This is an optimization exercise on Yosys and OpenROAD, whose aim is a short achievable clock period and few clock cycles, not a production implementation. The RTL was checked by simulation tests, not by an equivalence proof against the original design. Power and IR drop assume default switching activity.

$ cat config.mk
export PLATFORM = sky130hd
export DESIGN_NAME = avr_top
export DESIGN_NICKNAME = avr_top
export VERILOG_FILES = /design/flow/design.v
export SDC_FILE = /design/flow/constraint.sdc
export NUM_CORES = 4
export LEC_CHECK = 0
export ABC_CLOCK_PERIOD_IN_PS = 2500
export CAP_MARGIN = 30
export CORE_MARGIN = 2
export CORE_UTILIZATION = 40
export SETUP_SLACK_MARGIN = 5
export SLEW_MARGIN = 20
export SYNTH_HIERARCHICAL = 1
$ cat constraint.sdc
create_clock -name core_clock -period 10.0 [get_ports {clk}]
set_input_delay 2.0000 -clock core_clock [delete_from_list [all_inputs] [get_ports {clk}]]
set_output_delay 2.0000 -clock core_clock [all_outputs]
set_load 0.01 [all_outputs]
$ cat design.v
`default_nettype none
package avr_isa_pkg;
	localparam int NUM_REGS = 32;
	localparam int SREG_C = 0;
	localparam int SREG_Z = 1;
	localparam int SREG_N = 2;
	localparam int SREG_V = 3;
	localparam int SREG_S = 4;
	localparam int SREG_H = 5;
	typedef logic [15:0] opcode_t;
	typedef logic [4:0] reg_sel_t;
	typedef logic [7:0] byte_t;
	typedef logic [7:0] sreg_t;
	typedef logic [1:0] step_t;
	typedef logic signed [11:0] pc_off_t;
	typedef enum logic [3:0] {
		ALU_MOVE, ALU_MOVR, ALU_ADD, ALU_SUB, ALU_AND, ALU_OR,
		ALU_EOR, ALU_NEG, ALU_SWAP, ALU_LSR, ALU_ASR, ALU_ROR
	} alu_op_e;
	typedef enum logic [1:0] {
		PC_NEXT, PC_HOLD, PC_REL
	} pc_act_e;
	typedef struct packed {
		alu_op_e alu_op;
		reg_sel_t dest;
		logic store;
		logic use_carry;
		logic use_const;
		byte_t const_val;
		logic from_mem;
	} ex_ctrl_t;
	typedef struct packed {
		reg_sel_t sel_a;
		reg_sel_t sel_b;
		ex_ctrl_t ex;
		pc_act_e pc_act;
		pc_off_t pc_off;
		step_t next_step;
		logic mem_wen;
		logic mem_ren;
	} dec_t;
endpackage
`default_nettype wire
`default_nettype none
package avr_mem_pkg;
	typedef logic [15:0] addr_t;
	typedef struct packed {
		addr_t addr;
		logic wen;
		logic ren;
		logic [7:0] wdata;
	} dmem_req_t;
endpackage
`default_nettype wire
`default_nettype none
module avr_regfile (
	input wire logic [15:0] w,
	input wire logic [255:0] regs,
	input wire logic wl,
	input wire logic [4:0] wl_dest,
	input wire logic [7:0] res_q,
	input wire logic ld2_v,
	input wire logic [4:0] ld2_reg,
	input wire logic [7:0] ld_wd,
	output logic [7:0] rd_a,
	output logic [7:0] rd_b
);
	logic i_imm;
	logic a_hi;
	logic [4:0] sel_a;
	logic [4:0] sel_b;
	logic [7:0] rf_alo;
	logic [7:0] rf_ahi;
	logic [7:0] rf_b;
	always_comb begin
		i_imm = (w[15:12] == 4'b0011) || (w[15:14] == 2'b01) || (w[15:12] == 4'b1110);
		a_hi = i_imm | w[8];
		sel_a = {a_hi, w[7:4]};
		sel_b = {w[9], w[3:0]};
		rf_alo = regs[{1'b0, w[7:4]} * 8 +: 8];
		rf_ahi = regs[{1'b1, w[7:4]} * 8 +: 8];
		rf_b = regs[sel_b * 8 +: 8];
		if (wl && wl_dest == sel_a) rd_a = res_q;
		else if (ld2_v && ld2_reg == sel_a) rd_a = ld_wd;
		else rd_a = a_hi ? rf_ahi : rf_alo;
		if (wl && wl_dest == sel_b) rd_b = res_q;
		else if (ld2_v && ld2_reg == sel_b) rd_b = ld_wd;
		else rd_b = rf_b;
	end
endmodule
`default_nettype wire
`default_nettype none
module avr_alu (
	input wire logic [7:0] a,
	input wire logic [7:0] b,
	input wire logic [7:0] bx,
	input wire logic sub,
	input wire logic cy,
	input wire logic [2:0] rsel,
	input wire logic [1:0] fcls,
	input wire logic [1:0] tsel,
	input wire logic [7:0] sreg,
	output logic [7:0] res,
	output logic [7:0] sreg_n
);
	localparam logic [2:0] R_ADD = 3'd0;
	localparam logic [2:0] R_AND = 3'd1;
	localparam logic [2:0] R_OR = 3'd2;
	localparam logic [2:0] R_EOR = 3'd3;
	localparam logic [2:0] R_PASS = 3'd4;
	localparam logic [2:0] R_SWAP = 3'd5;
	localparam logic [1:0] F_ARITH = 2'd1;
	localparam logic [1:0] F_LOGIC = 2'd2;
	localparam logic [1:0] F_SHIFT = 2'd3;
	logic cin;
	logic [7:0] g;
	logic [7:0] p;
	logic [7:0] gg;
	logic [7:0] pp;
	logic [8:0] c;
	logic [7:0] sum;
	logic [7:0] lr;
	logic [7:0] sr;
	logic top;
	logic [7:0] zk;
	logic z_ar;
	logic z_lg;
	logic z_sh;
	logic v_ar;
	always_comb begin
		cin = sub ^ (cy & sreg[0]);
		g = a & bx;
		p = a ^ bx;
		gg = g;
		gg[0] = g[0] | (p[0] & cin);
		pp = p;
		for (int d = 1; d < 8; d = d * 2) begin
			for (int i = 7; i >= d; i--) begin
				gg[i] = gg[i] | (pp[i] & gg[i - d]);
				pp[i] = pp[i] & pp[i - d];
			end
		end
		c = {gg, cin};
		sum = p ^ c[7:0];
		case (tsel)
		2'd1: top = a[7];
		2'd2: top = sreg[0];
		default: top = 1'b0;
		endcase
		sr = {top, a[7:1]};
		case (rsel)
		R_AND: lr = a & b;
		R_OR: lr = a | b;
		default: lr = a ^ b;
		endcase
		case (rsel)
		R_ADD: res = sum;
		R_AND, R_OR, R_EOR: res = lr;
		R_PASS: res = b;
		R_SWAP: res = {a[3:0], a[7:4]};
		default: res = sr;
		endcase
		zk = p ^ {a[6:0] | bx[6:0], cin};
		z_ar = (zk == 8'd0);
		case (rsel)
		R_AND: z_lg = ((a & b) == 8'd0);
		R_OR: z_lg = ((a | b) == 8'd0);
		default: z_lg = (a == b);
		endcase
		z_sh = (sr == 8'd0);
		v_ar = c[8] ^ c[7];
		sreg_n = sreg;
		case (fcls)
		F_ARITH: begin
			sreg_n[0] = c[8] ^ sub;
			sreg_n[1] = z_ar & (~(cy & sub) | sreg[1]);
			sreg_n[2] = sum[7];
			sreg_n[3] = v_ar;
			sreg_n[4] = p[7] ^ c[8];
			sreg_n[5] = c[4] ^ sub;
		end
		F_LOGIC: begin
			sreg_n[1] = z_lg;
			sreg_n[2] = lr[7];
			sreg_n[3] = 1'b0;
			sreg_n[4] = lr[7];
		end
		F_SHIFT: begin
			sreg_n[0] = a[0];
			sreg_n[1] = z_sh;
			sreg_n[2] = top;
			sreg_n[3] = top ^ a[0];
			sreg_n[4] = a[0];
		end
		default: ;
		endcase
		sreg_n[7:6] = 2'b00;
	end
endmodule
`default_nettype wire
`default_nettype none
module avr_target (
	input wire logic [15:0] w,
	input wire logic [15:0] fa1,
	input wire logic [15:12] frp,
	input wire logic [15:12] frm,
	input wire logic [15:7] fbp,
	input wire logic [15:7] fbm,
	output logic [15:0] target,
	output logic [15:0] t_rj
);
	logic [12:0] lo_rj;
	logic [7:0] lo_br;
	logic [15:0] t_br;
	always_comb begin
		lo_rj = {1'b0, fa1[11:0]} + {1'b0, w[11:0]};
		case ({lo_rj[12], w[11]})
		2'b01: t_rj = {frm, lo_rj[11:0]};
		2'b10: t_rj = {frp, lo_rj[11:0]};
		default: t_rj = {fa1[15:12], lo_rj[11:0]};
		endcase
		lo_br = {1'b0, fa1[6:0]} + {1'b0, w[9:3]};
		case ({lo_br[7], w[9]})
		2'b01: t_br = {fbm, lo_br[6:0]};
		2'b10: t_br = {fbp, lo_br[6:0]};
		default: t_br = {fa1[15:7], lo_br[6:0]};
		endcase
		target = t_br;
	end
endmodule
module avr_sequencer (
	input wire logic [7:0] sreg_c,
	input wire logic [7:0] bsel1,
	input wire logic [7:0] bsel0,
	output logic cond,
	input wire logic tk1,
	input wire logic tk0,
	input wire logic [15:0] target,
	input wire logic [15:0] pc_c1,
	input wire logic [15:0] pc_c0,
	input wire logic fv_c1,
	input wire logic fv_c0,
	output logic [15:0] pc_d,
	output logic fv_d
);
	logic tk;
	assign cond = |(bsel1 & sreg_c) | |(bsel0 & ~sreg_c);
	assign tk = cond ? tk1 : tk0;
	assign pc_d = tk ? target : (cond ? pc_c1 : pc_c0);
	assign fv_d = cond ? fv_c1 : fv_c0;
endmodule
`default_nettype wire
`default_nettype none
module avr_execute (
	input wire logic [7:0] opa_q,
	input wire logic [7:0] opb_q,
	input wire logic [7:0] opbn_q,
	input wire logic [7:0] res_q,
	input wire logic [7:0] res_qn,
	input wire logic fa_res,
	input wire logic fb_res,
	input wire logic [3:0] bxs,
	input wire logic [7:0] data_read,
	input wire logic la,
	input wire logic lb,
	input wire logic sub,
	input wire logic cy,
	input wire logic [2:0] rsel,
	input wire logic [1:0] fcls,
	input wire logic [1:0] tsel,
	input wire logic [7:0] sreg_q,
	output logic [7:0] res,
	output logic [7:0] res1,
	output logic [7:0] sreg_n,
	output logic [7:0] sreg_c
);
	logic [7:0] a1;
	logic [7:0] b1;
	logic [7:0] bx1;
	logic [7:0] a2;
	logic [7:0] b2;
	logic [7:0] bx2;
	assign a1 = fa_res ? res_q : opa_q;
	assign b1 = fb_res ? res_q : opb_q;
	assign bx1 = ({8{bxs[0]}} & res_q) | ({8{bxs[1]}} & res_qn)
		| ({8{bxs[2]}} & opb_q) | ({8{bxs[3]}} & opbn_q);
	assign a2 = la ? data_read : a1;
	assign b2 = lb ? data_read : b1;
	assign bx2 = lb ? (sub ? ~data_read : data_read) : bx1;
	avr_alu u_alu_c (
		.a(a1),
		.b(b1),
		.bx(bx1),
		.sub(sub),
		.cy(cy),
		.rsel(rsel),
		.fcls(fcls),
		.tsel(tsel),
		.sreg(sreg_q),
		.res(res1),
		.sreg_n(sreg_c)
	);
	avr_alu u_alu (
		.a(a2),
		.b(b2),
		.bx(bx2),
		.sub(sub),
		.cy(cy),
		.rsel(rsel),
		.fcls(fcls),
		.tsel(tsel),
		.sreg(sreg_q),
		.res(res),
		.sreg_n(sreg_n)
	);
endmodule
`default_nettype wire
`default_nettype none
module avr_cpu (
	input wire logic clk,
	input wire logic reset,
	input wire avr_isa_pkg::opcode_t cdata,
	input wire avr_isa_pkg::byte_t data_read,
	output avr_mem_pkg::addr_t pc_next,
	output avr_mem_pkg::dmem_req_t dmem
);
	localparam logic [2:0] R_ADD = 3'd0;
	localparam logic [2:0] R_AND = 3'd1;
	localparam logic [2:0] R_OR = 3'd2;
	localparam logic [2:0] R_EOR = 3'd3;
	localparam logic [2:0] R_PASS = 3'd4;
	localparam logic [2:0] R_SWAP = 3'd5;
	localparam logic [2:0] R_SHR = 3'd6;
	localparam logic [1:0] F_NONE = 2'd0;
	localparam logic [1:0] F_ARITH = 2'd1;
	localparam logic [1:0] F_LOGIC = 2'd2;
	localparam logic [1:0] F_SHIFT = 2'd3;
	localparam int BT_N = 4;
	localparam int BT_W = 2;
	function automatic logic [16:0] padd(input logic [15:0] a, input logic [15:0] b, input logic ci);
		logic [15:0] g;
		logic [15:0] p;
		logic [15:0] gg;
		logic [15:0] pp;
		logic [15:0] c;
		g = a & b;
		p = a ^ b;
		gg = g;
		gg[0] = g[0] | (p[0] & ci);
		pp = p;
		for (int d = 1; d < 16; d = d * 2) begin
			for (int i = 15; i >= d; i--) begin
				gg[i] = gg[i] | (pp[i] & gg[i - d]);
				pp[i] = pp[i] & pp[i - d];
			end
		end
		c = {gg[14:0], ci};
		padd = {gg[15], p ^ c};
	endfunction
	logic [15:0] pc_q;
	logic [15:0] fa_q;       
	logic [15:0] fa1_q;      
	logic fv_q;              
	logic pred_q;            
	logic [BT_W-1:0] pidx_q;
	logic [15:12] frp_q;
	logic [15:12] frm_q;
	logic [15:7] fbp_q;
	logic [15:7] fbm_q;
	logic [15:0] pc_inc;
	logic [16:0] padd_pc;
	logic [16:0] padd_frp;
	logic [16:0] padd_frm;
	logic [16:0] padd_fbp;
	logic [16:0] padd_fbm;
	assign padd_pc = padd(pc_q, 16'd0, 1'b1);
	assign pc_inc = padd_pc[15:0];
	assign padd_frp = padd({12'd0, pc_inc[15:12]}, 16'd0, 1'b1);
	assign padd_frm = padd({12'd0, pc_inc[15:12]}, 16'h000f, 1'b0);
	assign padd_fbp = padd({7'd0, pc_inc[15:7]}, 16'd0, 1'b1);
	assign padd_fbm = padd({7'd0, pc_inc[15:7]}, 16'h01ff, 1'b0);
	logic sec_q;             
	logic sec_st_q;
	logic [4:0] sec_reg_q;
	logic [7:0] sdat_q;      
	logic fs_res_q;
	logic [7:0] regs [32];
	logic [7:0] sreg_q;
	logic e_v_q;
	logic e_we_q;
	logic [4:0] e_dest_q;
	logic [2:0] e_rsel_q;
	logic [1:0] e_fcls_q;
	logic e_sub_q;
	logic e_cy_q;
	logic [1:0] e_top_q;     
	logic [7:0] opa_q;
	logic [7:0] opb_q;
	logic [7:0] opbn_q;      
	logic [7:0] res_qn;      
	logic [3:0] bxs_q;       
	logic [7:0] res_q;
	logic fa_res_q;
	logic fb_res_q;
	logic e_la_q;
	logic e_lb_q;
	logic ld1_v_q;
	logic [4:0] ld1_reg_q;
	logic ld2_v_q;
	logic [4:0] ld2_reg_q;
	logic [15:0] da_q;
	logic dw_q;
	logic dr_q;
	logic [7:0] dd_q;
	assign dmem.addr = da_q;
	assign dmem.wen = dw_q;
	assign dmem.ren = dr_q;
	assign dmem.wdata = dd_q;
	logic [15:0] w;
	assign w = cdata;
	logic [4:0] sel_a;
	logic [4:0] sel_b;
	logic [7:0] k8;
	assign k8 = {w[11:8], w[3:0]};
	logic i_rr;       
	logic i_imm;      
	logic i_one;      
	logic i_mem;      
	logic i_rjmp;
	logic i_br;
	logic d_alu;      
	logic d_we;
	logic [2:0] d_rsel;
	logic [1:0] d_fcls;
	logic d_sub;
	logic d_cy;
	logic [1:0] d_top;
	logic d_rda;      
	logic d_rdb;      
	logic [1:0] d_bsrc;  
	logic d_azero;
	logic [7:0] d_const;
	logic [4:0] d_dest;
	always_comb begin
		i_rr = (w[15:12] == 4'b0000 && w[11:10] != 2'b00) || (w[15:12] == 4'b0001) || (w[15:12] == 4'b0010);
		i_imm = (w[15:12] == 4'b0011) || (w[15:14] == 2'b01) || (w[15:12] == 4'b1110);
		i_one = (w[15:9] == 7'b1001010) && (w[3] == 1'b0 ? w[2:0] != 3'b100 : w[2:0] == 3'b010);
		i_mem = (w[15:10] == 6'b100100) && (w[3:0] == 4'b0000);
		i_rjmp = (w[15:12] == 4'b1100) && (w[11:0] != 12'd0);
		i_br = (w[15:11] == 5'b11110) && (w[9:3] != 7'd0);
		sel_a = i_imm ? {1'b1, w[7:4]} : w[8:4];
		sel_b = {w[9], w[3:0]};
		d_dest = sel_a;
		d_alu = 1'b0;
		d_we = 1'b0;
		d_rsel = R_ADD;
		d_fcls = F_NONE;
		d_sub = 1'b0;
		d_cy = 1'b0;
		d_top = 2'd0;
		d_rda = 1'b0;
		d_rdb = 1'b0;
		d_bsrc = 2'd0;
		d_azero = 1'b0;
		d_const = k8;
		if (i_rr) begin
			d_alu = 1'b1;
			d_rda = 1'b1;
			d_rdb = 1'b1;
			d_we = 1'b1;
			case (w[13:10])
			4'b0001: begin d_fcls = F_ARITH; d_sub = 1'b1; d_cy = 1'b1; d_we = 1'b0; end  
			4'b0010: begin d_fcls = F_ARITH; d_sub = 1'b1; d_cy = 1'b1; end  
			4'b0011: begin d_fcls = F_ARITH; end  
			4'b0101: begin d_fcls = F_ARITH; d_sub = 1'b1; d_we = 1'b0; end  
			4'b0110: begin d_fcls = F_ARITH; d_sub = 1'b1; end  
			4'b0111: begin d_fcls = F_ARITH; d_cy = 1'b1; end  
			4'b1000: begin d_fcls = F_LOGIC; d_rsel = R_AND; end
			4'b1001: begin d_fcls = F_LOGIC; d_rsel = R_EOR; end
			4'b1010: begin d_fcls = F_LOGIC; d_rsel = R_OR; end
			4'b1011: begin d_rsel = R_PASS; d_rda = 1'b0; end  
			default: begin d_alu = 1'b0; d_we = 1'b0; d_rda = 1'b0; d_rdb = 1'b0; end  
			endcase
		end else if (i_imm) begin
			d_alu = 1'b1;
			d_rda = 1'b1;
			d_we = 1'b1;
			d_bsrc = 2'd1;
			case (w[15:12])
			4'h3: begin d_fcls = F_ARITH; d_sub = 1'b1; d_we = 1'b0; end  
			4'h4: begin d_fcls = F_ARITH; d_sub = 1'b1; d_cy = 1'b1; end  
			4'h5: begin d_fcls = F_ARITH; d_sub = 1'b1; end  
			4'h6: begin d_fcls = F_LOGIC; d_rsel = R_OR; end  
			4'h7: begin d_fcls = F_LOGIC; d_rsel = R_AND; end  
			default: begin d_rsel = R_PASS; d_rda = 1'b0; end  
			endcase
		end else if (i_one) begin
			d_alu = 1'b1;
			d_rda = 1'b1;
			d_we = 1'b1;
			d_bsrc = 2'd1;
			case (w[3:0])
			4'h0: begin d_fcls = F_LOGIC; d_rsel = R_EOR; d_const = 8'hff; end  
			4'h1: begin d_fcls = F_ARITH; d_sub = 1'b1; d_bsrc = 2'd2; d_azero = 1'b1; end  
			4'h2: begin d_rsel = R_SWAP; end
			4'h3: begin d_fcls = F_ARITH; d_const = 8'd1; end  
			4'h5: begin d_fcls = F_SHIFT; d_rsel = R_SHR; d_top = 2'd1; end  
			4'h6: begin d_fcls = F_SHIFT; d_rsel = R_SHR; end  
			4'h7: begin d_fcls = F_SHIFT; d_rsel = R_SHR; d_top = 2'd2; end  
			default: begin d_fcls = F_ARITH; d_sub = 1'b1; d_const = 8'd1; end  
			endcase
		end
	end
	logic def_q;
	logic [7:0] def_b1_q;
	logic [7:0] def_b0_q;
	logic def_pred_q;
	logic [BT_W-1:0] def_idx_q;
	logic [15:0] def_fa_q;
	logic [15:0] def_fa1_q;
	logic [15:0] def_tgt_q;
	logic def_cond;
	logic mis;
	assign def_cond = |(def_b1_q & sreg_q) | |(def_b0_q & ~sreg_q);
	assign mis = def_q & (def_cond != def_pred_q);
	logic d_go;
	assign d_go = fv_q & ~sec_q & ~mis;
	logic [7:0] rd_a;
	logic [7:0] rd_b;
	logic [7:0] rd_s;
	logic [7:0] ld_wd;
	logic e_wr;
	logic fra;
	logic fla;
	logic frb;
	logic flb;
	logic lma;
	logic lmb;
	assign ld_wd = data_read;
	assign e_wr = e_v_q & e_we_q;
	logic [255:0] regs_flat;
	always_comb begin
		for (int i = 0; i < 32; i++) begin
			regs_flat[8*i +: 8] = regs[i];
		end
	end
	avr_regfile u_regread (
		.w(w),
		.regs(regs_flat),
		.wl(wl_q),
		.wl_dest(wl_dest_q),
		.res_q(res_q),
		.ld2_v(ld2_v_q),
		.ld2_reg(ld2_reg_q),
		.ld_wd(ld_wd),
		.rd_a(rd_a),
		.rd_b(rd_b)
	);
	always_comb begin
		fla = ld2_v_q & (ld2_reg_q == sel_a);
		flb = ld2_v_q & (ld2_reg_q == sel_b);
		fra = e_wr & (e_dest_q == sel_a);
		frb = e_wr & (e_dest_q == sel_b);
		lma = ld1_v_q & (ld1_reg_q == sel_a);
		lmb = ld1_v_q & (ld1_reg_q == sel_b);
		if (ld2_v_q && ld2_reg_q == sec_reg_q) rd_s = ld_wd;
		else if (fs_res_q) rd_s = res_q;
		else rd_s = sdat_q;
	end
	logic bx_res;
	logic bx_op;
	always_comb begin
		case (d_bsrc)
		2'd0: bx_res = frb;
		2'd1: bx_res = 1'b0;
		default: bx_res = fra;
		endcase
		bx_op = ~bx_res;
	end
	logic [7:0] res;
	logic [7:0] res1;
	logic [7:0] sreg_n;
	logic e_late;
	logic wl_q;
	logic [4:0] wl_dest_q;
	assign e_late = e_la_q | e_lb_q;
	logic [7:0] bsel1;
	logic [7:0] bsel0;
	logic cond;
	logic [7:0] sreg_c;
	always_comb begin
		for (int k = 0; k < 8; k++) begin
			bsel1[k] = (w[2:0] == 3'(k)) & ~w[10];
			bsel0[k] = (w[2:0] == 3'(k)) & w[10];
		end
	end
	avr_execute u_execute (
		.opa_q(opa_q),
		.opb_q(opb_q),
		.opbn_q(opbn_q),
		.res_q(res_q),
		.res_qn(res_qn),
		.bxs(bxs_q),
		.fa_res(fa_res_q),
		.fb_res(fb_res_q),
		.data_read(data_read),
		.la(e_la_q),
		.lb(e_lb_q),
		.sub(e_sub_q),
		.cy(e_cy_q),
		.rsel(e_rsel_q),
		.fcls(e_fcls_q),
		.tsel(e_top_q),
		.sreg_q(sreg_q),
		.res(res),
		.res1(res1),
		.sreg_n(sreg_n),
		.sreg_c(sreg_c)
	);
	logic [15:0] target;     
	logic [15:0] t_rj;       
	logic [15:0] rj_tgt_q;
	logic rj_pend_q;
	avr_target u_target (
		.w(w),
		.fa1(fa1_q),
		.frp(frp_q),
		.frm(frm_q),
		.fbp(fbp_q),
		.fbm(fbm_q),
		.target(target),
		.t_rj(t_rj)
	);
	logic [BT_N-1:0] bt_v_q;
	logic [15:0] bt_tag_q [BT_N];
	logic [15:0] bt_tgt_q [BT_N];
	logic [1:0] bt_ctr_q [BT_N];
	logic [BT_W-1:0] bt_rr_q;
	logic bt_hit;
	logic [BT_W-1:0] bt_idx;
	logic [15:0] bt_tgt;
	logic bu_br_q;
	logic bu_bad_q;
	logic bu_tk_q;
	logic bu_pred_q;
	logic [BT_W-1:0] bu_idx_q;
	logic [15:0] bu_tag_q;
	logic [15:0] bu_tgt_q;
	logic bu_rj_q;
	always_comb begin
		bt_hit = 1'b0;
		bt_idx = '0;
		bt_tgt = '0;
		for (int i = 0; i < BT_N; i++) begin
			if (bt_v_q[i] && bt_tag_q[i] == pc_q) begin
				bt_hit = 1'b1;
				bt_idx = i[BT_W-1:0];
				bt_tgt = bt_tgt_q[i];
			end
		end
	end
	logic br_w;       
	logic rj_w;       
	logic dfr;        
	logic redir_e;
	logic [15:0] nxt_n;
	logic [15:0] pc_c1;
	logic [15:0] pc_c0;
	logic fv_c1;
	logic fv_c0;
	logic tk1;
	logic tk0;
	logic taken;
	logic [15:0] pc_d;
	logic fv_d;
	always_comb begin
		br_w = d_go & i_br;
		rj_w = d_go & i_rjmp;
		dfr = br_w & (e_la_q | e_lb_q);
		redir_e = fv_q & ~mis & (rj_w != pred_q);
		nxt_n = bt_hit ? bt_tgt : pc_inc;
		if (reset) begin
			tk1 = 1'b0;
			tk0 = 1'b0;
			pc_c1 = 16'd0;
			pc_c0 = 16'd0;
			fv_c1 = 1'b0;
			fv_c0 = 1'b0;
		end else if (rj_pend_q) begin
			tk1 = 1'b0;
			tk0 = 1'b0;
			pc_c1 = rj_tgt_q;
			pc_c0 = rj_tgt_q;
			fv_c1 = 1'b0;
			fv_c0 = 1'b0;
		end else if (mis) begin
			tk1 = 1'b0;
			tk0 = 1'b0;
			pc_c1 = def_cond ? def_tgt_q : def_fa1_q;
			pc_c0 = pc_c1;
			fv_c1 = 1'b0;
			fv_c0 = 1'b0;
		end else if (br_w && !dfr) begin
			tk1 = ~pred_q;
			pc_c1 = nxt_n;
			fv_c1 = pred_q;
			tk0 = 1'b0;
			pc_c0 = pred_q ? fa1_q : nxt_n;
			fv_c0 = ~pred_q;
		end else if (dfr) begin
			tk1 = 1'b0;
			tk0 = 1'b0;
			pc_c1 = nxt_n;
			pc_c0 = nxt_n;
			fv_c1 = 1'b1;
			fv_c0 = 1'b1;
		end else begin
			tk1 = 1'b0;
			tk0 = 1'b0;
			pc_c1 = redir_e ? fa1_q : nxt_n;
			pc_c0 = pc_c1;
			fv_c1 = ~redir_e;
			fv_c0 = fv_c1;
		end
		taken = rj_w | (br_w & cond);
	end
	avr_sequencer u_nextpc (
		.sreg_c(sreg_c),
		.bsel1(bsel1),
		.bsel0(bsel0),
		.cond(cond),
		.tk1(tk1),
		.tk0(tk0),
		.target(target),
		.pc_c1(pc_c1),
		.pc_c0(pc_c0),
		.fv_c1(fv_c1),
		.fv_c0(fv_c0),
		.pc_d(pc_d),
		.fv_d(fv_d)
	);
	assign pc_next = pc_d;
	always_ff @(posedge clk) begin
		fa_q <= pc_q;
		fa1_q <= pc_inc;
		frp_q <= padd_frp[3:0];
		frm_q <= padd_frm[3:0];
		fbp_q <= padd_fbp[8:0];
		fbm_q <= padd_fbm[8:0];
		pc_q <= pc_d;
		fv_q <= fv_d;
		res_q <= res;
		res_qn <= ~res;
		wl_dest_q <= e_dest_q;
		rj_tgt_q <= t_rj;
		bu_rj_q <= i_rjmp & ~def_q;
		pidx_q <= bt_idx;
		bu_tag_q <= def_q ? def_fa_q : fa_q;
		bu_tgt_q <= def_q ? def_tgt_q : target;
		bu_tk_q <= def_q ? def_cond : taken;
		bu_pred_q <= def_q ? def_pred_q : pred_q;
		bu_idx_q <= def_q ? def_idx_q : pidx_q;
		def_b1_q <= bsel1;
		def_b0_q <= bsel0;
		def_pred_q <= pred_q;
		def_idx_q <= pidx_q;
		def_fa_q <= fa_q;
		def_fa1_q <= fa1_q;
		def_tgt_q <= target;
		if (reset) begin
			pred_q <= 1'b0;
			rj_pend_q <= 1'b0;
			sec_q <= 1'b0;
			def_q <= 1'b0;
			e_v_q <= 1'b0;
			e_fcls_q <= F_NONE;
			e_la_q <= 1'b0;
			e_lb_q <= 1'b0;
			ld1_v_q <= 1'b0;
			ld2_v_q <= 1'b0;
			dw_q <= 1'b0;
			dr_q <= 1'b0;
			sreg_q <= '0;
			bt_v_q <= '0;
			bt_rr_q <= '0;
			bu_br_q <= 1'b0;
			bu_bad_q <= 1'b0;
			wl_q <= 1'b0;
		end else begin
			wl_q <= e_wr & e_late;
			sreg_q <= sreg_n;
			ld2_v_q <= ld1_v_q;
			ld2_reg_q <= ld1_reg_q;
			ld1_v_q <= 1'b0;
			dw_q <= 1'b0;
			dr_q <= 1'b0;
			pred_q <= bt_hit;
			def_q <= dfr;
			rj_pend_q <= redir_e & rj_w;
			bu_br_q <= def_q | (d_go & (i_br | i_rjmp) & ~dfr);
			bu_bad_q <= ~def_q & fv_q & pred_q & ~mis & ~(d_go & (i_br | i_rjmp));
			if (bu_br_q) begin
				if (bu_tk_q) begin
					if (bu_pred_q) begin
						if (bt_ctr_q[bu_idx_q] != 2'd3) bt_ctr_q[bu_idx_q] <= bt_ctr_q[bu_idx_q] + 2'd1;
					end else begin
						bt_v_q[bt_rr_q] <= 1'b1;
						bt_tag_q[bt_rr_q] <= bu_tag_q;
						bt_tgt_q[bt_rr_q] <= bu_rj_q ? rj_tgt_q : bu_tgt_q;
						bt_ctr_q[bt_rr_q] <= 2'd3;
						bt_rr_q <= bt_rr_q + 1'b1;
					end
				end else if (bu_pred_q) begin
					if (bt_ctr_q[bu_idx_q] == 2'd2) bt_v_q[bu_idx_q] <= 1'b0;
					else bt_ctr_q[bu_idx_q] <= bt_ctr_q[bu_idx_q] - 2'd1;
				end
			end else if (bu_bad_q) begin
				bt_v_q[bu_idx_q] <= 1'b0;
			end
			sec_q <= 1'b0;
			if (fv_q && sec_q) begin
				da_q <= w;
				if (sec_st_q) begin
					dw_q <= 1'b1;
					dd_q <= rd_s;
				end else begin
					dr_q <= 1'b1;
					ld1_v_q <= 1'b1;
					ld1_reg_q <= sec_reg_q;
				end
			end
			if (d_go && i_mem) begin
				sec_q <= 1'b1;
				sec_st_q <= w[9];
				sec_reg_q <= w[8:4];
				sdat_q <= rd_a;
				fs_res_q <= fra;
			end
			e_v_q <= d_go & d_alu;
			e_fcls_q <= (d_go & d_alu) ? d_fcls : F_NONE;
			e_la_q <= d_go & d_alu & d_rda & ~d_azero & lma;
			e_lb_q <= d_go & d_alu & (((d_bsrc == 2'd0) & d_rdb & lmb) | ((d_bsrc == 2'd2) & lma));
		end
		e_we_q <= d_we;
		e_dest_q <= d_dest;
		e_rsel_q <= d_rsel;
		e_sub_q <= d_sub;
		e_cy_q <= d_cy;
		e_top_q <= d_top;
		opa_q <= d_azero ? 8'd0 : rd_a;
		fa_res_q <= ~d_azero & fra;
		bxs_q <= d_sub ? {bx_op, 1'b0, bx_res, 1'b0} : {1'b0, bx_op, 1'b0, bx_res};
		case (d_bsrc)
		2'd0: begin
			opb_q <= rd_b;
			opbn_q <= ~rd_b;
			fb_res_q <= frb;
		end
		2'd1: begin
			opb_q <= d_const;
			opbn_q <= ~d_const;
			fb_res_q <= 1'b0;
		end
		default: begin
			opb_q <= rd_a;
			opbn_q <= ~rd_a;
			fb_res_q <= fra;
		end
		endcase
	end
	always_ff @(posedge clk) begin
		for (int i = 0; i < 32; i++) begin
			if (reset) begin
				regs[i] <= '0;
			end else if (e_wr && !e_late && e_dest_q == 5'(i)) begin
				regs[i] <= res1;
			end else if (wl_q && wl_dest_q == 5'(i)) begin
				regs[i] <= res_q;
			end else if (ld2_v_q && ld2_reg_q == 5'(i)) begin
				regs[i] <= ld_wd;
			end
		end
	end
endmodule
`default_nettype wire
`default_nettype none
module avr_top (
	input wire logic clk,
	input wire logic reset,
	input wire logic [15:0] cdata,
	input wire logic [7:0] data_read,
	output logic [15:0] pc,
	output logic [15:0] dmem_addr,
	output logic dmem_wen,
	output logic dmem_ren,
	output logic [7:0] dmem_wdata
);
	avr_mem_pkg::dmem_req_t dmem;
	avr_mem_pkg::addr_t pc_next;
	avr_cpu u_cpu (
		.clk(clk),
		.reset(reset),
		.cdata(cdata),
		.data_read(data_read),
		.pc_next(pc_next),
		.dmem(dmem)
	);
	always_ff @(posedge clk) begin
		pc <= pc_next;
	end
	assign dmem_addr = dmem.addr;
	assign dmem_wen = dmem.wen;
	assign dmem_ren = dmem.ren;
	assign dmem_wdata = dmem.wdata;
endmodule
`default_nettype wire
$ cat flow/run.sh
#!/bin/bash
# Standard synthesis and layout; only the setup repair target is raised, so
# repair_timing keeps working on the paths after they meet the clock.
set -euo pipefail
bash standard.sh synth > synth.log 2>&1
bash standard.sh SETUP_SLACK_MARGIN=6.5 finish > layout.log 2>&1
$ cat standard.sh
#!/bin/bash
# synth_recipe.tcl (not shown) runs the flow's synth.tcl, then flattens the netlist and writes it again
# the make line also repeats each setting of config.mk as NAME=value (left out here)
make -C /OpenROAD-flow-scripts/flow DESIGN_CONFIG=/design/flow/config.mk WORK_HOME=/design/flow/orfs CLKGATE_MAP_FILE= SYNTH_SCRIPT=/design/flow/synth_recipe.tcl "${@:-finish}"
==> impl_metrics.csv, run 1 <==
group,metric,value,unit
drt,routed_wl,170000,um
yosys,synthesis.instances,4432,
global_routing,grt_start_max_net_pins,110,
hold_path,hold_path_class,"reg -> reg",
global_routing,grt_pass1_vias,35500,
yosys,ys_warnings,12,
drt,total_via_count_after_detailed_routing,38500,
cts,cts_root_buffer,"sky130_fd_sc_hd__clkbuf_16",
die,die_w,330,um
cts,htree_num_levels,3,
timing,tightestPinTransition,1.09,ns
die,floorplan.rows,119,
drt,detail-route-antenna-nets,0,
cells_and_area,area_growth,23.2,%
cts,clock_sinks,745,
cts,cts_made_buffers,81,
yosys,synth-edff-count,185,
cts,worst_setup_hold_path_clk_slew,0.07,ns
worst_setup_path,timing.critical_path.fanout_max,3,
timing,finalSetupViolCount,0,
hold_path,hp-start,"u_cpu.fa_q[9]",
placed_design,gp_congestion,0.944,
die,design.portCount,68,
worst_setup_path,reg2regPathDepth,16,
timing,relSlewSlack,27.6,%
die,floorplan.die_area,0.109,mm^2
cts,cts_hold_buf,0,
die,core-area,0.105,mm^2
yosys,yosysMostFrequentCell,"sky130_fd_sc_hd__dfxtp_1",
yosys,yosysTopAreaCell,"sky130_fd_sc_hd__dfxtp_1",
drt,drtPass1Iterations,28,
yosys,yosys_register_bits,745,
timing,final.setup.worst_slack,5.81,ns
worst_setup_path,cp_data_arrival_time,4.69,ns
worst_setup_path,critical_path.endpoint_type,"flop",
worst_setup_path,cp.required,10.50,ns
yosys,post_synth_num_cell_types,92,
drt,drc_errors,0,
timing,grt_setup_unrepaired,"true",
timing,skew,0.0270,ns
worst_setup_path,crit_type,"in -> reg",
yosys,synth.cell_area,0.0426,mm^2
worst_setup_path,setup.worst_path.start_class,"input pin",
yosys,sequential_to_total_area_share_from_yosys_stat,39.4,%
job,max_cap_violations,0,
cts,insertion_delay,0.67,ns
power,power_density,183,mW/mm^2
drt,post_dr_wirelength_cell,28.3,um
placed_design,place.port_buffers,67,
die,initial_utilization,40.4,%
cts,tritoncts,"yes",
timing,layout_min_cycle_time,4.19,ns
timing,final_count_of_hold_timing_violations,0,
drt,detail_route.vias_per_cell,6.42,
worst_setup_path,worst_setup_path_startpoint,"data_read[0]",
cells_and_area,layout_fillers,9455,
yosys,synth_common_cells,"sky130_fd_sc_hd__dfxtp_1, sky130_fd_sc_hd__nand2_1, sky130_fd_sc_hd__nor2_1, sky130_fd_sc_hd__a21oi_1, sky130_fd_sc_hd__mux2_2",
timing,final-max-slew-violation-count,0,
cells_and_area,final_layout_size_suffix_gt1_share,26.8,%
placed_design,dp_hpwl,98500,um
timing,final.hold.worst_slack,0.332,ns
cells_and_area,utilization,49.8,%
placed_design,preCtsSetupSlack,3.90,ns
global_routing,grt_overflow,0,
global_routing,track_usage,29.9,%
power,static-leakage-power,19.1,nW
cells_and_area,top_regs,"u_cpu.regs x256, u_cpu.bt_tag_q x64, u_cpu.bt_tgt_q x64",
yosys,synthDominantCellAreaShare,26.3,%
cells_and_area,final_net_count,4670,
yosys,synth-async-reset-ratio,0,%
global_routing,grt_antenna_before_repair,6,
drt,drt_iter0_markers,5445,
yosys,synth_area_per_cell,9.60,um^2
timing,finalCritPeriodShare,41.9,%
timing,max_freq,239,MHz
power,report.power.total,0.00960,W
yosys,synth_ff_type,"sky130_fd_sc_hd__dfxtp_1",
power,vdd.ir_drop.worst,0.162,mV
die,die_height,330,um
cts,cts_max_path_buffers,3,
timing,final.setup.tns,0,ns
hold_path,cell_depth_of_the_worst_min_delay_path,0,
outcome,status,"no timing/DRC/antenna violations",
cells_and_area,largest_reg_flops,256,
yosys,synthTopCellsByArea,"sky130_fd_sc_hd__dfxtp_1, sky130_fd_sc_hd__edfxtp_1, sky130_fd_sc_hd__mux2_2",
global_routing,grt_pass1_wl,243000,um
worst_setup_path,reg2reg_from,"u_cpu.res_q[4]",
cells_and_area,max_flop_register,"u_cpu.regs",
-- report_power, final --
group	internal, W	switching, W	total, W	leakage, nW
Clock	0.00182	0.00135	0.00317	1.38
Sequential	0.00349	0.000376	0.00387	6.27
Combinational	0.00103	0.00153	0.00256	11.4
Total	0.00634	0.00325	0.00960	19.1
-- modules after synthesis (local to each module, per instance) --
module | cells | flip-flops and latches | times used | area [um^2]
avr_target | 170 | 0 | 1 | 1160
avr_top | 16 | 16 | 1 | 320
avr_alu | 238 | 0 | 2 | 1600
avr_cpu | 3116 | 729 | 1 | 31400
avr_sequencer | 136 | 0 | 1 | 821
avr_execute | 82 | 0 | 1 | 793
avr_regfile | 436 | 0 | 1 | 4900
-- cell families after synthesis --
family | count (synthesis) | synth area share, %
AO/OA/AOI/OAI | 1069 | 17.1
XOR/XNOR | 188 | 3.87
adder cells (fa/ha/maj) | 108 | 3.28
buffers and inverters | 445 | 4.38
flip-flops | 745 | 39.4
multiplexers | 544 | 17.4
other | 3 | 0.0265
AND/OR/NAND/NOR | 1330 | 14.5
-- area by class of cell --
type                       count  area [um^2]  share of cell area [%]
sequential                   745        16800                    32.1
antenna                        6         15.0                  0.0286
clock inverter                29          299                   0.570
inverter                     116          447                   0.852
clock buffer                 122         2490                    4.75
timing repair buffer         342         4460                    8.50
tap                         1391         1740                    3.32
multi-input combinational   3250        26200                    49.9
-- metrics by stage --
step | instances | area, um^2
after floorplan | 4438 | 43300
after global placement | 5658 | 44800
after detailed placement | 5671 | 45000
after CTS | 5947 | 51100
after global routing | 5995 | 52400
final | 6001 | 52400
-- worst max-delay path, stage by stage --
cell and delay, ns:
sky130_fd_sc_hd__buf_12 0.10, sky130_fd_sc_hd__buf_12 0.12, sky130_fd_sc_hd__xor2_1 0.13, sky130_fd_sc_hd__mux2_4 0.27, sky130_fd_sc_hd__fa_2 0.38, sky130_fd_sc_hd__inv_2 0.07
sky130_fd_sc_hd__fa_2 0.19, sky130_fd_sc_hd__and2b_2 0.23, sky130_fd_sc_hd__buf_4 0.14, sky130_fd_sc_hd__buf_6 0.11, sky130_fd_sc_hd__o21a_1 0.17, sky130_fd_sc_hd__nor2_2 0.11
sky130_fd_sc_hd__xnor2_1 0.10, sky130_fd_sc_hd__a222oi_1 0.37, sky130_fd_sc_hd__o21ai_1 0.17
-- layout by cell type, fill, tap and decap left out, drive strengths merged, types with 16 or more instances in the layout --
cell type    count
bufbuf          23
o21ai          122
nor4            48
a22oi          247
a221oi         111
nor2           316
o2bb2ai         16
clkbuf         131
mux4           120
xor2            98
edfxtp         185
o211ai          28
nand4           56
nor2b           60
nand2b          76
mux2           293
nand2          493
o22ai           41
dlygate4sd2     39
o21a            21
xnor2           90
and3            37
a211o           18
a21o            20
o31ai           23
ha             102
dfxtp          560
nand3           72
mux2i          131
buf            265
clkinv          16
nor3           105
a211oi          25
inv            122
a21oi          302
-- per-layer routing --
| layer | share of wire [%] | global-route usage [%] | vias up | routed length [um] |
|---|---|---|---|---|
| li1 | - | - | 16700 | - |
| met1 | 40 | 39.7 | 18700 | 67600 |
| met2 | 42 | 44.3 | 2524 | 71800 |
| met3 | 11 | 8.02 | 603 | 19500 |
| met4 | 6.4 | 15.6 | 4 | 10900 |
| met5 | 0.067 | 0 | - | 114 |
-- final timing paths --
check | end | slack, ns
worst max-delay path | u_cpu.res_q[4] | 5.81
worst min-delay path | u_cpu.def_fa_q[9] | 0.33
worst max register to register | pc[0] | 6.01
worst min register to register | u_cpu.def_fa_q[9] | 0.33
-- timing repair --
action | 4_1_cts | 5_1_grt
pin swaps | 87 | 65
setup buffers | 90 | 35
setup endpoints to repair | 437 | 301
gates resized for setup | 438 | 172
gates cloned | 35 | 8
Testbench counts, summed over its fixed seeds: cycles 142,365.
==> inputs of run 2 (changes only) <==
==> flow/run.sh (replaced) <==
#!/bin/bash
# Standard synthesis and layout; only the setup repair target is raised, so
# repair_timing keeps working on the paths after they meet the clock.
set -euo pipefail
bash standard.sh synth > synth.log 2>&1
bash standard.sh SETUP_SLACK_MARGIN=7.0 finish > layout.log 2>&1
==> impl_metrics.csv, run 2 <==
group,metric,value,unit
yosys,synthTopCellsByArea,"sky130_fd_sc_hd__dfxtp_1, sky130_fd_sc_hd__edfxtp_1, sky130_fd_sc_hd__mux2_2",
cts,insertion_delay,0.72,ns
timing,relSlewSlack,17.1,%
timing,layout_min_cycle_time,4.16,ns
job,max_cap_violations,0,
global_routing,grt_pass1_wl,258000,um
outcome,status,"no timing/DRC/antenna violations",
placed_design,gp_congestion,0.941,
yosys,synth-async-reset-ratio,0,%
cts,tritoncts,"yes",
global_routing,grt_start_max_net_pins,214,
cts,htree_num_levels,3,
cts,cts_hold_buf,0,
global_routing,grt_antenna_before_repair,14,
yosys,synth_area_per_cell,9.60,um^2
placed_design,dp_hpwl,99800,um
hold_path,hold_path_class,"reg -> reg",
timing,skew,0.0665,ns
cells_and_area,layoutNonFillerInstCount,6159,
yosys,synthDominantCellAreaShare,26.3,%
power,static-leakage-power,20.6,nW
cells_and_area,layout.cell_area.non_filler,0.0563,mm^2
cells_and_area,largest_reg_flops,256,
timing,finalCritPeriodShare,41.6,%
worst_setup_path,cp_data_arrival_time,4.66,ns
timing,grt_setup_unrepaired,"true",
yosys,synthAdderAreaFrac,3.28,%
cells_and_area,layout_fillers,9114,
hold_path,cell_depth_of_the_worst_min_delay_path,0,
cells_and_area,layout_commonest_cell,"sky130_fd_sc_hd__dfxtp_1",
die,die_height,330,um
cts,cts_root_buffer,"sky130_fd_sc_hd__clkbuf_16",
yosys,post_synth_num_cell_types,92,
worst_setup_path,reg2regPathDepth,17,
yosys,synth_area_in_compound_gates,17.1,%
yosys,sequential_to_total_area_share_from_yosys_stat,39.4,%
yosys,synth_common_cells,"sky130_fd_sc_hd__dfxtp_1, sky130_fd_sc_hd__nand2_1, sky130_fd_sc_hd__nor2_1, sky130_fd_sc_hd__a21oi_1, sky130_fd_sc_hd__mux2_2",
drt,detail_route.vias_per_cell,6.58,
timing,final.setup.tns,0,ns
yosys,synthesis.instances,4432,
cts,clock_sinks,745,
yosys,synth_mux_area_share,17.4,%
cts,worst_setup_hold_path_clk_slew,0.07,ns
cells_and_area,final_layout_size_suffix_gt1_share,36.5,%
global_routing,grt_pass1_vias,37100,
worst_setup_path,crit_type,"in -> reg",
timing,final.hold.worst_slack,0.340,ns
worst_setup_path,setup.worst_path.start_class,"input pin",
yosys,synth_ff_type,"sky130_fd_sc_hd__dfxtp_1",
cells_and_area,top_regs,"u_cpu.regs x256, u_cpu.bt_tag_q x64, u_cpu.bt_tgt_q x64",
timing,max_freq,241,MHz
drt,routed_wl,187000,um
yosys,yosysMostFrequentCell,"sky130_fd_sc_hd__dfxtp_1",
placed_design,place_area,0.0453,mm^2
worst_setup_path,cp.required,10.50,ns
yosys,synth-edff-count,185,
die,initial_utilization,40.4,%
drt,drc_errors,0,
timing,final-max-slew-violation-count,0,
cells_and_area,mostFrequentLayoutCells,"sky130_fd_sc_hd__dfxtp_1, sky130_fd_sc_hd__nand2_1, sky130_fd_sc_hd__a21oi_1",
yosys,synth.cell_area,0.0426,mm^2
power,vdd.ir_drop.worst,0.171,mV
worst_setup_path,timing.critical_path.fanout_max,3,
placed_design,dp.cells,5678,
worst_setup_path,critical_path.endpoint_type,"flop",
cells_and_area,max_flop_register,"u_cpu.regs",
drt,detail-route-antenna-nets,0,
cells_and_area,final_net_count,4825,
yosys,yosys_register_bits,745,
yosys,simple_gate_fraction_of_synth_area,14.5,%
die,floorplan.die_area,0.109,mm^2
die,core-area,0.105,mm^2
drt,post_dr_wirelength_cell,30.4,um
yosys,synth_top_family_by_area,"multiplexers",
drt,drt_iter0_markers,5817,
cts,cts_made_buffers,83,
drt,total_via_count_after_detailed_routing,40500,
die,die_w,330,um
yosys,ys_warnings,12,
cells_and_area,area_growth,32.4,%
global_routing,track_usage,32.0,%
yosys,yosysTopAreaCell,"sky130_fd_sc_hd__dfxtp_1",
drt,drtPass1Iterations,27,
timing,final_count_of_hold_timing_violations,0,
yosys,post_synth_xor_area_fraction,3.87,%
global_routing,grt_overflow,0,
timing,tightestPinTransition,1.24,ns
placed_design,place.port_buffers,67,
timing,finalSetupViolCount,0,
die,floorplan.rows,119,
cts,cts_max_path_buffers,3,
power,power_density,184,mW/mm^2
die,design.portCount,68,
## run 2: power by group
part / leakage, nW / switching [W] / internal [W] / total [W]
registers: 6.28 / 0.000376 / 0.00351 / 0.00388
logic: 12.9 / 0.00182 / 0.00140 / 0.00323
clock network: 1.40 / 0.00142 / 0.00185 / 0.00327
total: 20.6 / 0.00362 / 0.00676 / 0.0104
## run 2: kinds of logic after synthesis
kind of cell | Yosys count
other cells | 3
mux | 544
flops | 745
simple gates | 1330
compound gates | 1069
buf+inv | 445
xor+xnor | 188
fa+ha+maj | 108
## run 2: timing repair
item                                    in CTS  in global routing
cloned                                      60                 11
resized for setup                          868                328
buffers inserted                           165                 80
endpoints found under the setup margin     478                459
pin swaps                                  142                164
## run 2: cell type report
cell class,count,area [um^2],area share (%)
multi-input cells,3254,27800,49.3
flip-flops and latches,745,16900,30.0
clock buffers,107,2280,4.04
clock inverters,49,603,1.07
diodes,6,15.0,0.0267
inverters,116,459,0.815
well taps,1391,1740,3.09
repair buffers,491,6590,11.7
## run 2: path summary, 6_finish.rpt
path / startpoint / end / slack (ns)
worst max-delay path: data_read[0] / u_cpu.res_q[4] / 5.84
worst min-delay path: u_cpu.fa_q[3] / u_cpu.def_fa_q[3] / 0.34
worst max register to register: u_cpu.res_q[0] / u_cpu.bu_tk_q / 5.95
worst min register to register: u_cpu.fa_q[3] / u_cpu.def_fa_q[3] / 0.34
## run 2: metal layers
metal  part of all wire (%)  global-route usage (%)  wire [um]
met1                     38                    41.9      71600
met2                     42                    47.4      77800
met3                     12                    8.98      23400
met4                    7.6                    18.3      14300
met5                  0.035                       0         65
## run 2: critical path, stage by stage
cell and delay (ns):
sky130_fd_sc_hd__buf_12 0.10, sky130_fd_sc_hd__buf_12 0.12, sky130_fd_sc_hd__xor2_2 0.13, sky130_fd_sc_hd__mux2_4 0.27
sky130_fd_sc_hd__fa_2 0.37, sky130_fd_sc_hd__inv_2 0.07, sky130_fd_sc_hd__fa_2 0.19, sky130_fd_sc_hd__and2b_2 0.24
sky130_fd_sc_hd__buf_4 0.14, sky130_fd_sc_hd__buf_6 0.11, sky130_fd_sc_hd__o21a_1 0.19, sky130_fd_sc_hd__nor2_4 0.11
sky130_fd_sc_hd__xnor2_1 0.08, sky130_fd_sc_hd__a222oi_1 0.38, sky130_fd_sc_hd__o21ai_2 0.14
## run 2: modules after synthesis (local to each module, per instance)
module	times used	flip-flops and latches	cell area (um^2)	cells inside
avr_alu	2	0	1600	238
avr_cpu	1	729	31400	3116
avr_execute	1	0	793	82
avr_regfile	1	0	4900	436
avr_sequencer	1	0	821	136
avr_target	1	0	1160	170
avr_top	1	16	320	16
## run 2: stage by stage
step / power (W) / setup WS (ns) / util, %
after floorplan: 0.00517 / 5.57 / -
after global placement: 0.00594 / 4.00 / 42.8
after detailed placement: 0.00595 / 3.96 / 43.0
after CTS: 0.0100 / 5.83 / 51.1
after global routing: 0.0106 / 5.78 / 53.4
final: 0.0104 / 5.84 / 53.4

-- port drivers added, routing unchanged --
How much do the figures lean on ideal ports? The routed layouts below were timed once more, with nothing changed but the port constraints.
Step 1: set_driving_cell puts a clkbuf_16 on clk and a buf_2 on each other input, an assumption about the parent block.
Step 2 times the ports against the registers' clock, not the clock port: input delays grow and output delays shrink by t, the midpoint of the rising clock arrivals with the driver on.
Slacks: ideal ports / drivers / drivers and shift; pairs: ideal ports / drivers.
| run | t, ns | setup WS [ns] | worst register clock-pin slew, ns |
|---|---|---|---|
| run 1 | 0.730 | 5.813 / 5.832 / 5.102 | 0.07 / 0.07 |
| run 2 | 0.755 | 5.845 / 5.735 / 4.980 | 0.07 / 0.07 |
After both steps every run listed still meets setup and hold. For run 2, which loses most, drivers alone change the setup slack by -0.110 ns; drivers and shift together by -0.865 ns.
